From an optimization exercise on the open Yosys and OpenROAD flow, aimed at small area, a short achievable clock period and few clock cycles; shortcuts taken in it are not production practice.
RTL that was checked went through simulation tests only; none was proved equivalent to the original.

## acc_top
module acc_top #(
  parameter int ADDR_WIDTH = acc_pkg::ADDR_WIDTH_DEF,
  parameter int CNT_WIDTH  = acc_pkg::CNT_WIDTH_DEF
) (
  input  logic                  ap_clk,
  input  logic                  ap_rst_n,
  input  logic                  ap_start,
  output logic                  ap_idle,
  output logic                  ap_ready,
  output logic                  ap_done,
  input  logic [ADDR_WIDTH-1:0] ifm_addr_base,
  input  logic [ADDR_WIDTH-1:0] wgt_addr_base,
  input  logic [ADDR_WIDTH-1:0] ofm_addr_base,
  input  logic [CNT_WIDTH-1:0]  cfg_ci,
  input  logic [CNT_WIDTH-1:0]  cfg_co,
  output logic                  ifm_rd_req,
  output logic [ADDR_WIDTH-1:0] ifm_rd_addr,
  input  logic                  ifm_rd_valid,
  input  acc_pkg::word_t        ifm_rd_data,
  output logic                  wgt_rd_req,
  output logic [ADDR_WIDTH-1:0] wgt_rd_addr,
  input  logic                  wgt_rd_valid,
  input  acc_pkg::word_t        wgt_rd_data,
  output logic                  ofm_wr_req,
  output logic [ADDR_WIDTH-1:0] ofm_wr_addr,
  output acc_pkg::word_t        ofm_wr_data,
  input  logic                  ofm_wr_ack
);
Size: ~21000 sq um of cells after synthesis.
==> flow/config.mk <==
export PLATFORM = sky130hd
export DESIGN_NAME = acc_top
export DESIGN_NICKNAME = acc_top
export VERILOG_FILES = /design/flow/design.v
export SDC_FILE = /design/flow/constraint.sdc
export NUM_CORES = 4
export LEC_CHECK = 0
export CAP_MARGIN = 20
export CORE_MARGIN = 2
export CORE_UTILIZATION = 60
export CTS_BUF_LIST = sky130_fd_sc_hd__clkbuf_16
export CTS_CLUSTER_DIAMETER = 100
export CTS_CLUSTER_SIZE = 25
export SLEW_MARGIN = 20
==> flow/constraint.sdc <==
create_clock -name core_clock -period 12.5 [get_ports {ap_clk}]
set_input_delay 2.5000 -clock core_clock [delete_from_list [all_inputs] [get_ports {ap_clk}]]
set_output_delay 2.5000 -clock core_clock [all_outputs]
set_load 0.01 [all_outputs]
standard.sh (not shown) runs the stock make flow with config.mk's settings and CLKGATE_MAP_FILE= SYNTH_SCRIPT=/design/flow/synth_recipe.tcl, a recipe that flattens the netlist after the stock synthesis.
==> flow/flow/run.sh <==
#!/bin/bash
# Layout flow: the standard ORFS flow (standard synthesis unchanged), with
#  - port buffers made from plain buf cells instead of the default delay-buffer
#    cells (every port still gets its own buffer),
#  - repair_timing asked for extra setup slack so the resizer works the
#    input/output paths below the clock period.
# Each tool's full output stays in orfs/logs; make's output goes to flow.log.
set -euo pipefail
PORT_BUF=${PORT_BUF:-sky130_fd_sc_hd__buf_1}
MARGIN=${MARGIN:-6.8}
bash standard.sh "BUFFER_PORTS_ARGS=-buffer_cell $PORT_BUF" "SETUP_SLACK_MARGIN=$MARGIN" finish > flow.log 2>&1
Change:
--- a/flow/design.v
+++ b/flow/design.v
@@ -1309,15 +1309,13 @@
   input  logic                  ofm_wr_ack
 );
   localparam int LO = CNT_WIDTH + 2;
   logic busy_q;                
   logic idle_q;                
   logic fin_q;                 
-  logic [3:0] ireq_q, wreq_q;   
-  logic       ha_q, hb_q;
-  logic       rdy0_q, rdy1_q;   
+  logic fa_q, faw_q, fb_q, fbw_q, ga_q, gai_q, gb_q, gbi_q, ha_q, hb_q;
   logic [ADDR_WIDTH-1:0]  ifm_base_q;
   logic [ADDR_WIDTH-1:LO] ifm_hi_q;     
   logic [ADDR_WIDTH-1:0]  wgt_addr_q;   
   logic [ADDR_WIDTH-1:0]  ofm_addr_q;   
   logic [CNT_WIDTH-1:0]   ci_m1_q;      
   logic [CNT_WIDTH-1:0]   fi_q;         
@@ -1372,20 +1370,18 @@
     req_terms = {fa, faw, fb, fbw, ga, gai, gb, gbi, ha, hb};
   endfunction
   logic load_en;    
   logic pop;
   logic issue;
   logic fi_last, fco_last;
-  assign ap_idle  = rdy0_q | (ofm_wr_ack & rdy1_q);
-  assign ap_ready = (ap_start & rdy0_q) | (ap_start & ofm_wr_ack & rdy1_q);
+  assign ap_idle  = idle_q | (fin_q & ofm_wr_ack);
+  assign ap_ready = ap_start & ap_idle;
   assign ap_done  = fin_q & ofm_wr_ack;
   assign load_en  = idle_q | fin_q;
-  assign ifm_rd_req = ifm_rd_valid ? (ireq_q[2] | (wgt_rd_valid & ireq_q[3]))
-                                   : (ireq_q[0] | (wgt_rd_valid & ireq_q[1]));
-  assign wgt_rd_req = ifm_rd_valid ? (wreq_q[2] | (wgt_rd_valid & wreq_q[3]))
-                                   : (wreq_q[0] | (wgt_rd_valid & wreq_q[1]));
+  assign ifm_rd_req = fa_q | (wgt_rd_valid & faw_q) | (ifm_rd_valid & (fb_q | (wgt_rd_valid & fbw_q)));
+  assign wgt_rd_req = ga_q | (ifm_rd_valid & gai_q) | (wgt_rd_valid & (gb_q | (ifm_rd_valid & gbi_q)));
   assign issue      = ha_q | (ofm_wr_ack & hb_q);
   assign pop = qi0_v & qw_v &
                ~(((s1_v_q & s1_t_q[0]) | (res_wait_q & wr_pend_q)) & (res_wait_q | wr_pend_q));
   assign fi_last  = (fi_q == ci_m1_q);
   assign fco_last = (fco_q == '0);
   logic [LO-1:0] ifm_lo;
@@ -1449,36 +1445,25 @@
   );
   acc_bk_add #(.N(ADDR_WIDTH-2)) u_ofm_inc (
     .a (ofm_addr_q[ADDR_WIDTH-1:2]),
     .b ((ADDR_WIDTH-2)'(1)),
     .s (ofm_addr_inc)
   );
-  logic [9:0] terms_n;
-  logic [9:0] rq_n;
-  assign terms_n = req_terms(busy_n, fin_n, fdone_n, ifm_out_n, wgt_out_n, diff_n, qi0_v_n, qi1_v_n,
-                             qi0_t_n, qw_v_n, s1_v_n, s1_t_n, res_wait_n, wr_pend_n);
-  assign rq_n = {terms_n[9] | terms_n[8] | terms_n[7] | terms_n[6], terms_n[9] | terms_n[7],
-                 terms_n[9] | terms_n[8], terms_n[9],
-                 terms_n[5] | terms_n[4] | terms_n[3] | terms_n[2], terms_n[5] | terms_n[4],
-                 terms_n[5] | terms_n[3], terms_n[5],
-                 terms_n[1:0]};
   always_ff @(posedge ap_clk or negedge ap_rst_n) begin
     if (!ap_rst_n) begin
       busy_q <= 1'b0;
       idle_q <= 1'b1;
       fin_q  <= 1'b0;
-      {ireq_q, wreq_q, ha_q, hb_q} <= '0;
-      rdy0_q <= 1'b1;
-      rdy1_q <= 1'b1;
+      {fa_q, faw_q, fb_q, fbw_q, ga_q, gai_q, gb_q, gbi_q, ha_q, hb_q} <= '0;
     end else begin
       busy_q <= busy_n;
       idle_q <= ~busy_n;
       fin_q  <= fin_n;
-      {ireq_q, wreq_q, ha_q, hb_q} <= rq_n;
-      rdy0_q <= ~busy_n;
-      rdy1_q <= ~busy_n | fin_n;
+      {fa_q, faw_q, fb_q, fbw_q, ga_q, gai_q, gb_q, gbi_q, ha_q, hb_q} <=
+        req_terms(busy_n, fin_n, fdone_n, ifm_out_n, wgt_out_n, diff_n, qi0_v_n, qi1_v_n,
+                  qi0_t_n, qw_v_n, s1_v_n, s1_t_n, res_wait_n, wr_pend_n);
     end
   end
   always_ff @(posedge ap_clk) begin
     ifm_base_q <= ifm_base_n;
     fi_q       <= fi_n;
     fdone_q    <= fdone_n;
After rerunning: Synthesized cell count hardly moves; flip-flop and latch count falls by 1; final cell count barely changes; synthesized area came out lower by 0.40%; critical path depth shrinks by 1; register-to-register slack barely changes; utilization goes down by 0.17 points; clock skew increases by 0.0090 ns.
Testbench counts after the change, summed over its fixed seeds: cycles 59,110.
Function not checked in the first run of this note: the RTL went through the layout flow alone.

## port drivers added, routing unchanged
In the flow no input, the clock included, has a driving cell. The finished layouts below were timed again as built, in two steps.
Step 1 sets driving cells, clkbuf_16 on the clock port and buf_2 on the other inputs (assumed; they add their load-dependent delay and slew).
Step 2 adds t to the input delays and takes it off the output delays; t is the mean of the earliest and latest rising clock arrival at the registers after step 1. Input paths then give back, and output paths get back, about the clock's delay inside the block.
Three values: ideal ports, drivers, drivers and shift; two values: the first two.
run | t (ns) | slack for setup (ns) | worst register clock-pin slew, ns | cell pins on the clock port's net
the first run | 0.559 | 6.822 / 6.785 / 6.785 | 0.11 / 0.11 | 1
the second run | 0.572 | 6.839 / 6.795 / 6.795 | 0.11 / 0.11 | 1
After both steps setup and hold are still met in every run listed. For the second run, which loses most, drivers alone change the setup slack by -0.044 ns; drivers and shift together by -0.044 ns.
